This design comes from an exercise in tuning for small area and a short achievable clock period on the open sky130 flow, not from production work. Where RTL was checked, it was by simulation tests only, not by an equivalence proof against the original. Power and IR drop assume default switching activity.

Setup of run 1:
==> flow/design.v <==
module dcache_dm (
  input  logic        CLK,
  input  logic        nRST,
  input  logic        halt,
  input  logic        dmemREN,
  input  logic        dmemWEN,
  input  logic        datomic,
  input  logic [31:0] dmemaddr,
  input  logic [31:0] dmemstore,
  output logic        dhit,
  output logic [31:0] dmemload,
  output logic        dREN,
  output logic        dWEN,
  output logic [31:0] daddr,
  output logic [31:0] dstore,
  input  logic        dwait,
  input  logic [31:0] dload,
  output logic        flushed
);
  logic s_idle, s_wb0, s_wb1, s_ld0, s_ld1, s_flush, s_fwb0, s_fwb1, s_done, s_fl;
  logic [7:0]  valid, dirty;
  logic [25:0] tags   [8];
  logic [31:0] words0 [8];
  logic [31:0] words1 [8];
  logic [2:0]  cnt;
  logic [25:0] req_tag;
  logic [2:0]  req_idx;
  logic        req_off;
  logic        req, hit, miss, do_write;
  assign req_tag = dmemaddr[31:6];
  assign req_idx = dmemaddr[5:3];
  assign req_off = dmemaddr[2];
  assign req     = dmemREN | dmemWEN;
  logic [2:0]  ridx;
  logic        roff;
  logic [25:0] rtag;
  logic [31:0] rword;
  assign ridx  = s_fl ? cnt : req_idx;
  assign roff  = s_idle ? req_off : (s_wb1 | s_fwb1);
  assign rtag  = tags[ridx];
  assign rword = roff ? words1[ridx] : words0[ridx];
  assign hit  = s_idle && req && valid[req_idx] && (rtag == req_tag);
  assign miss = s_idle && req && !hit && !halt;
  logic [31:0] link;
  logic        link_valid;
  logic        link_eq, sc_ok;
  assign link_eq  = (link == dmemaddr);
  assign sc_ok    = link_valid && link_eq;
  assign do_write = hit && dmemWEN && (!datomic || sc_ok);
  always_ff @(posedge CLK or negedge nRST) begin
    if (!nRST)                              link_valid <= 1'b0;
    else if (hit && !dmemWEN && datomic)    link_valid <= 1'b1;
    else if (do_write && link_eq)           link_valid <= 1'b0;
  end
  always_ff @(posedge CLK) begin
    if (hit && !dmemWEN && datomic) link <= dmemaddr;
  end
  logic fl_last, fl_clean;
  assign fl_last  = (cnt == 3'd7);
  assign fl_clean = !dirty[cnt];
  always_ff @(posedge CLK or negedge nRST) begin
    if (!nRST) begin
      s_idle  <= 1'b1;
      s_wb0   <= 1'b0;
      s_wb1   <= 1'b0;
      s_ld0   <= 1'b0;
      s_ld1   <= 1'b0;
      s_flush <= 1'b0;
      s_fwb0  <= 1'b0;
      s_fwb1  <= 1'b0;
      s_done  <= 1'b0;
      s_fl    <= 1'b0;
    end else begin
      s_idle  <= s_idle ? (!halt && !miss) : (s_ld1 && !dwait);
      s_wb0   <= (miss && dirty[req_idx]) || (s_wb0 && dwait);
      s_wb1   <= (s_wb0 && !dwait) || (s_wb1 && dwait);
      s_ld0   <= (miss && !dirty[req_idx]) || (s_wb1 && !dwait) || (s_ld0 && dwait);
      s_ld1   <= (s_ld0 && !dwait) || (s_ld1 && dwait);
      s_flush <= (s_idle && halt) || (s_flush && fl_clean && !fl_last) ||
                 (s_fwb1 && !dwait && !fl_last);
      s_fwb0  <= (s_flush && !fl_clean) || (s_fwb0 && dwait);
      s_fwb1  <= (s_fwb0 && !dwait) || (s_fwb1 && dwait);
      s_done  <= s_done || (s_flush && fl_clean && fl_last) || (s_fwb1 && !dwait && fl_last);
      s_fl    <= (s_idle && halt) || (s_flush && !(fl_clean && fl_last)) || s_fwb0 ||
                 (s_fwb1 && !(!dwait && fl_last));
    end
  end
  assign dhit     = hit;
  assign dmemload = dmemWEN ? {31'b0, datomic & sc_ok} : rword;
  assign dstore   = rword;
  assign dREN     = s_ld0 | s_ld1;
  assign dWEN     = s_wb0 | s_wb1 | s_fwb0 | s_fwb1;
  assign daddr    = {rtag, ridx, (s_wb1 | s_ld1 | s_fwb1), 2'b00};
  assign flushed  = s_done;
  logic [31:0] wdata;
  logic        we0, we1, ld_done, tag_we;
  assign wdata   = s_idle ? dmemstore : dload;
  assign ld_done = s_ld1 && !dwait;
  assign we0     = (do_write && !req_off) || (s_ld0 && !dwait);
  assign we1     = (do_write &&  req_off) || ld_done;
  assign tag_we  = (s_idle && req && !dirty[req_idx]) || (s_wb1 && !dwait);
  always_ff @(posedge CLK) begin
    for (int i = 0; i < 8; i++) begin
      if (we0 && req_idx == i)    words0[i] <= wdata;
      if (we1 && req_idx == i)    words1[i] <= wdata;
      if (tag_we && req_idx == i) tags[i]   <= req_tag;
    end
  end
  always_ff @(posedge CLK or negedge nRST) begin
    if (!nRST) begin
      valid <= '0;
      dirty <= '0;
    end else begin
      for (int i = 0; i < 8; i++) begin
        if (ld_done && req_idx == i) begin
          valid[i] <= 1'b1;
          dirty[i] <= 1'b0;
        end else if (do_write && req_idx == i) begin
          dirty[i] <= 1'b1;
        end else if (s_fwb1 && !dwait && cnt == i) begin
          dirty[i] <= 1'b0;
        end
      end
    end
  end
  always_ff @(posedge CLK or negedge nRST) begin
    if (!nRST) begin
      cnt <= '0;
    end else if ((s_flush && fl_clean) || (s_fwb1 && !dwait)) begin
      if (!fl_last) cnt <= cnt + 3'd1;
    end
  end
endmodule
Settings: LEC_CHECK=0, ABC_AREA=1, CAP_MARGIN=20, CORE_MARGIN=2, CORE_UTILIZATION=60, CTS_CLUSTER_DIAMETER=80, CTS_CLUSTER_SIZE=30, SETUP_SLACK_MARGIN=1.8, SLEW_MARGIN=20; clock period 6.5 ns.
standard.sh (not shown) runs the stock make flow with config.mk's settings and CLKGATE_MAP_FILE= SYNTH_SCRIPT=/design/flow/synth_recipe.tcl, a recipe that flattens the netlist after the stock synthesis.
==> flow/flow/run.sh <==
#!/bin/bash
# Standard layout, with the ports buffered by buf_4 cells instead of the default buffer
# and no dummy loads in the clock tree.
set -e
export BUFFER_PORTS_ARGS="-buffer_cell sky130_fd_sc_hd__buf_4"
export CTS_ARGS="-sink_clustering_enable -repair_clock_nets -sink_clustering_size 30 -sink_clustering_max_diameter 80 -dont_use_dummy_load"
bash standard.sh > standard_flow.log 2>&1
Input-level comparison between run 2 and run 1:
--- a/flow/design.v
+++ b/flow/design.v
@@ -19,29 +19,39 @@
 );
   logic s_idle, s_wb0, s_wb1, s_ld0, s_ld1, s_flush, s_fwb0, s_fwb1, s_done, s_fl;
   logic [7:0]  valid, dirty;
   logic [25:0] tags   [8];
   logic [31:0] words0 [8];
   logic [31:0] words1 [8];
-  logic [2:0]  cnt;
   logic [25:0] req_tag;
   logic [2:0]  req_idx;
   logic        req_off;
   logic        req, hit, miss, do_write;
   assign req_tag = dmemaddr[31:6];
   assign req_idx = dmemaddr[5:3];
   assign req_off = dmemaddr[2];
   assign req     = dmemREN | dmemWEN;
-  logic [2:0]  ridx;
+  logic [7:0]  fsel, rsel;
+  logic        wsel_en;
+  logic [2:0]  cnt;
   logic        roff;
   logic [25:0] rtag;
   logic [31:0] rword;
-  assign ridx  = s_fl ? cnt : req_idx;
-  assign roff  = s_idle ? req_off : (s_wb1 | s_fwb1);
-  assign rtag  = tags[ridx];
-  assign rword = roff ? words1[ridx] : words0[ridx];
+  assign wsel_en = !(s_idle && dmemWEN);
+  always_comb begin
+    rtag  = '0;
+    rword = '0;
+    for (int i = 0; i < 8; i++) begin
+      rsel[i] = fsel[i] | (!s_fl && req_idx == i);
+      rtag    = rtag  | ({26{rsel[i]}} & tags[i]);
+      rword   = rword | ({32{rsel[i] && wsel_en && !roff}} & words0[i]) |
+                        ({32{rsel[i] && wsel_en &&  roff}} & words1[i]);
+    end
+  end
+  assign cnt  = {|fsel[7:4], |{fsel[7:6], fsel[3:2]}, |{fsel[7], fsel[5], fsel[3], fsel[1]}};
+  assign roff = s_idle ? req_off : (s_wb1 | s_fwb1);
   assign hit  = s_idle && req && valid[req_idx] && (rtag == req_tag);
   assign miss = s_idle && req && !hit && !halt;
   logic [31:0] link;
   logic        link_valid;
   logic        link_eq, sc_ok;
   assign link_eq  = (link == dmemaddr);
@@ -53,14 +63,14 @@
     else if (do_write && link_eq)           link_valid <= 1'b0;
   end
   always_ff @(posedge CLK) begin
     if (hit && !dmemWEN && datomic) link <= dmemaddr;
   end
   logic fl_last, fl_clean;
-  assign fl_last  = (cnt == 3'd7);
-  assign fl_clean = !dirty[cnt];
+  assign fl_last  = fsel[7];
+  assign fl_clean = !(|(dirty & fsel));
   always_ff @(posedge CLK or negedge nRST) begin
     if (!nRST) begin
       s_idle  <= 1'b1;
       s_wb0   <= 1'b0;
       s_wb1   <= 1'b0;
       s_ld0   <= 1'b0;
@@ -83,17 +93,17 @@
       s_done  <= s_done || (s_flush && fl_clean && fl_last) || (s_fwb1 && !dwait && fl_last);
       s_fl    <= (s_idle && halt) || (s_flush && !(fl_clean && fl_last)) || s_fwb0 ||
                  (s_fwb1 && !(!dwait && fl_last));
     end
   end
   assign dhit     = hit;
-  assign dmemload = dmemWEN ? {31'b0, datomic & sc_ok} : rword;
+  assign dmemload = {rword[31:1], rword[0] | (dmemWEN & datomic & sc_ok)};
   assign dstore   = rword;
   assign dREN     = s_ld0 | s_ld1;
   assign dWEN     = s_wb0 | s_wb1 | s_fwb0 | s_fwb1;
-  assign daddr    = {rtag, ridx, (s_wb1 | s_ld1 | s_fwb1), 2'b00};
+  assign daddr    = {rtag, (s_fl ? cnt : req_idx), (s_wb1 | s_ld1 | s_fwb1), 2'b00};
   assign flushed  = s_done;
   logic [31:0] wdata;
   logic        we0, we1, ld_done, tag_we;
   assign wdata   = s_idle ? dmemstore : dload;
   assign ld_done = s_ld1 && !dwait;
   assign we0     = (do_write && !req_off) || (s_ld0 && !dwait);
@@ -114,20 +124,22 @@
       for (int i = 0; i < 8; i++) begin
         if (ld_done && req_idx == i) begin
           valid[i] <= 1'b1;
           dirty[i] <= 1'b0;
         end else if (do_write && req_idx == i) begin
           dirty[i] <= 1'b1;
-        end else if (s_fwb1 && !dwait && cnt == i) begin
+        end else if (s_fwb1 && !dwait && fsel[i]) begin
           dirty[i] <= 1'b0;
         end
       end
     end
   end
   always_ff @(posedge CLK or negedge nRST) begin
     if (!nRST) begin
-      cnt <= '0;
+      fsel <= '0;
+    end else if (s_idle && halt) begin
+      fsel <= 8'd1;
     end else if ((s_flush && fl_clean) || (s_fwb1 && !dwait)) begin
-      if (!fl_last) cnt <= cnt + 3'd1;
+      fsel <= {fsel[6:0], 1'b0};
     end
   end
 endmodule
- Run 2 vs. run 1: final period utilization grew by 0.91 points, post-route total power grew by 7.8%, cell-internal power grew by about 6.6%, total cell area at the placement stage shrank by 1.7%.
- Per the comparison of run 2 with run 1, die area moved down, setup slack dropped 59 ps, clock share of power fell by 2.1 points, routed wire length decreased by about 7% relative to the old numbers.
Function not checked in run 2: the RTL went through the layout flow alone.

## static timing again, ports no longer ideal
In the flow no input, the clock included, has a driving cell. The finished layouts below were timed again as built, in two steps.
Step 1, drivers: a clkbuf_16 drives CLK and a buf_2 each remaining input, both assumed.
Step 2 times the ports against the registers' clock, not the clock port: input delays grow and output delays shrink by t, the midpoint of the rising clock arrivals with the driver on.
Three values: no drivers, after step 1, after step 2; two values: the first two.
| run | t (ns) | setup slack, ns | worst hold slack (ns) | worst setup path after step 2 | clock arrival spread, ns |
|---|---|---|---|---|---|
| run 1 | 0.643 | 1.851 / 1.815 / 1.319 | 0.461 / 0.461 / 0.461 | input to register | 0.042 / 0.041 |
| run 2 | 0.638 | 1.792 / 1.742 / 1.261 | 0.477 / 0.477 / 0.477 | input to register | 0.044 / 0.044 |
After both steps setup and hold are still met in every run listed. The setup slack of run 1, which loses most, moves by -0.036 ns with the drivers and by -0.532 ns with both steps.
